This is an optimization exercise on Yosys and OpenROAD, whose aim is small area, not a production implementation.
The RTL was checked by simulation tests, not by an equivalence proof against the original design.
Power figures rest on the tool's default switching activity, not on a simulated workload.

build 35:
Design diagonal_buffer, start of the top module:
module diagonal_buffer #(
	parameter int PIXEL_WIDTH = pixel_pkg::PIXEL_WIDTH,
	parameter int NARROW_WIDTH = pixel_pkg::NARROW_WIDTH,
	parameter int WIDE_WIDTH = pixel_pkg::WIDE_WIDTH,
	parameter int NARROW_LANES = diag_buffer_pkg::NARROW_LANES,
	parameter int WIDE_LANES = diag_buffer_pkg::WIDE_LANES,
	parameter int DEPTH = diag_buffer_pkg::DELAY_DEPTH
) (
	input logic clock,
	input logic rst,
	input logic enable,
	input logic signed [NARROW_LANES-1:0][NARROW_WIDTH-1:0] narrow_samples,
	input logic signed [WIDE_LANES-1:0][WIDE_WIDTH-1:0] wide_samples,
	output logic [NARROW_LANES+WIDE_LANES-1:0][PIXEL_WIDTH-1:0] pixels
);
	localparam int LANES = NARROW_LANES + WIDE_LANES;
	localparam int SPLIT = NARROW_LANES / 2;
	logic [NARROW_LANES-1:0][PIXEL_WIDTH-1:0] narrow_pix;
	logic [WIDE_LANES-1:0][PIXEL_WIDTH-1:0] wide_pix;
	logic [LANES-1:0][PIXEL_WIDTH-1:0] ordered;
	pixel_saturate #(
		.SAMPLE_WIDTH(NARROW_WIDTH),
		.PIXEL_WIDTH(PIXEL_WIDTH),
		.GROUP_LANES(NARROW_LANES)
	) narrow_sat (
		.clock(clock),
		.rst(rst),
		.samples(narrow_samples),
		.pixels_n(narrow_pix)
	);
	pixel_saturate #(
		.SAMPLE_WIDTH(WIDE_WIDTH),
		.PIXEL_WIDTH(PIXEL_WIDTH),
		.GROUP_LANES(WIDE_LANES)
	) wide_sat (
		.clock(clock),
		.rst(rst),
		.samples(wide_samples),
		.pixels_n(wide_pix)
	);
	for (genvar lane = 0; lane < LANES; lane++) begin : g_order
		if (lane < SPLIT) begin : g_narrow_low
			assign ordered[lane] = narrow_pix[lane];
		end else if (lane < SPLIT + WIDE_LANES) begin : g_wide
			assign ordered[lane] = wide_pix[lane - SPLIT];
		end else begin : g_narrow_high
			assign ordered[lane] = narrow_pix[lane - WIDE_LANES];    
		end
	end
	logic load_n;
	logic keep_n;
	assign load_n = ~enable | rst;
	assign keep_n = enable | rst;
	diagonal_delay_line #(
		.LANES(LANES),
		.DEPTH(DEPTH),
		.PIXEL_WIDTH(PIXEL_WIDTH)
	) delay (
		.clock(clock),
		.load_n(load_n),
		.keep_n(keep_n),
		.pixel_in_n(ordered),
		.pixel_out(pixels)
	);
endmodule
export LEC_CHECK = 0
export CAP_MARGIN = 20
export CORE_MARGIN = 2
export CORE_UTILIZATION = 40
export SLEW_MARGIN = 20
export SYNTH_HIERARCHICAL = 1
create_clock -name core_clock -period 4.0 [get_ports {clock}]
standard.sh (not shown) runs the stock make flow with config.mk's settings and CLKGATE_MAP_FILE= SYNTH_SCRIPT=/design/flow/synth_recipe.tcl, a recipe that flattens the netlist after the stock synthesis.
==> flow/flow/run.sh <==
#!/bin/bash
# Standard layout, with the port buffers made from the smallest buffer cell
# and larger clock sink clusters.
set -euo pipefail
bash standard.sh \
  BUFFER_PORTS_ARGS="-buffer_cell sky130_fd_sc_hd__buf_1" \
  CTS_ARGS="-sink_clustering_enable -repair_clock_nets -sink_clustering_size 36 -sink_clustering_max_diameter 72 -dont_use_dummy_load" \
  finish > standard_flow.log 2>&1
Build 35 completed; timing, DRC and antenna clean
Here is what was changed in the inputs of build 31 compared with build 35.
Settings: CORE_UTILIZATION: 40 -> 50; PLACE_DENSITY: unset -> 0.75.
==> flow/flow/run.sh <==
#!/bin/bash
# Standard layout, with the port buffers made from the smallest buffer cell
# and larger clock sink clusters.
set -euo pipefail
bash standard.sh \
  BUFFER_PORTS_ARGS="-buffer_cell sky130_fd_sc_hd__buf_1" \
  CTS_ARGS="-sink_clustering_enable -repair_clock_nets -sink_clustering_size 36 -sink_clustering_max_diameter 66 -dont_use_dummy_load" \
  finish > standard_flow.log 2>&1
### Flow results
Between build 35 and build 31, worst slew margin relative to its limit decreased. Final sum of negative setup slack: build 31 vs build 35 — no meaningful difference. In build 31 the minimum period implied by the final worst setup slack turned out 0.12 ns higher than in build 35. On number of instances resized during post-cts repair, build 31 and build 35 are neck and neck. Build 31 vs build 35, met3 wire length went down by about 8%. The final layout from build 31, which completed every stage, passed the timing, DRC and antenna checks at the end of the flow.
## Diff of input files: build 11 against build 31
Settings: CORE_UTILIZATION: 50 -> 40; PLACE_DENSITY: 0.75 -> unset.
==> flow/flow/run.sh <==
#!/bin/bash
# Standard layout, with the port buffers made from the smallest buffer cell
# and larger clock sink clusters.
set -euo pipefail
bash standard.sh \
  BUFFER_PORTS_ARGS="-buffer_cell sky130_fd_sc_hd__buf_1" \
  CTS_ARGS="-sink_clustering_enable -repair_clock_nets -sink_clustering_size 22 -sink_clustering_max_diameter 45 -buf_list sky130_fd_sc_hd__clkbuf_8 -root_buf sky130_fd_sc_hd__clkbuf_16 -tree_buf sky130_fd_sc_hd__clkbuf_8 -sink_clustering_buffer sky130_fd_sc_hd__clkbuf_8 -dont_use_dummy_load" \
  finish > standard_flow.log 2>&1
Notes after the runs:
Looking at the reports, build 11 completed the entire flow and the layout it produced met the timing, DRC and antenna checks. Minimum clock period after layout in build 11 vs build 31: down 0.13 ns. Looking at capturing element of the worst setup path, the pixels[81] result is from build 31; the pixels[138] one comes from build 11. The via count on build 31 is in line with that on build 11. The higher clock skew came out of build 11. Effective utilization at floorplan, build 11 and build 31, higher one = build 31.
Inputs modified between build 11 and build 37:
Settings: swapping 40 for 55 in CORE_UTILIZATION.
==> flow/flow/run.sh <==
#!/bin/bash
# Standard layout, with the port buffers made from the smallest buffer cell
# and larger clock sink clusters.
set -euo pipefail
bash standard.sh \
  BUFFER_PORTS_ARGS="-buffer_cell sky130_fd_sc_hd__buf_1" \
  CTS_ARGS="-sink_clustering_enable -repair_clock_nets -sink_clustering_size 50 -sink_clustering_max_diameter 60 -dont_use_dummy_load" \
  finish > standard_flow.log 2>&1
## What came out
Build 37 ends up with lower count of clock-net buffers in the final layout than build 11 does.
Build 37 vs. build 11: fraction of power consumed by sequential logic fell 3.3 points, maximum frequency fell 0.72%, setup slack fell 0.025 ns, share of the core filled with cells rose 17 points, global routing usage summed across all routing layers rose 4.7 points.
The die of build 37 is smaller than the one used in build 11.
Re compound-gate portion of the synthesized area: no difference whatsoever between build 37 and build 11.

static timing again, ports no longer ideal:
The flow's constraints put no driver on any port. The routed layouts listed below were extracted and timed again, unchanged, in two steps.
Step 1 assumes that a clkbuf_16 drives the clock port and a buf_2 every other input.
Step 2 times the ports against the registers' clock, not the clock port: input delays grow and output delays shrink by t, the midpoint of the rising clock arrivals with the driver on.
Three values: no drivers, after step 1, after step 2; two values: the first two.
| run | t (ns) | setup slack, ns | hold slack, ns | worst setup path after step 2 | worst slew at a driven data input, ns |
|---|---|---|---|---|---|
| build 35 | 0.752 | 0.585 / 0.515 / 1.107 | 0.243 / 0.203 / 0.366 | input to register | 0.20 |
| build 31 | 0.737 | 0.464 / 0.395 / 1.132 | 0.238 / 0.192 / 0.336 | register to output | 0.21 |
| build 11 | 0.791 | 0.598 / 0.528 / 1.115 | 0.161 / 0.119 / 0.310 | input to register | 0.20 |
| build 37 | 0.788 | 0.573 / 0.495 / 1.284 | 0.226 / 0.172 / 0.384 | register to output | 0.12 |
After both steps setup and hold are still met in every run listed.
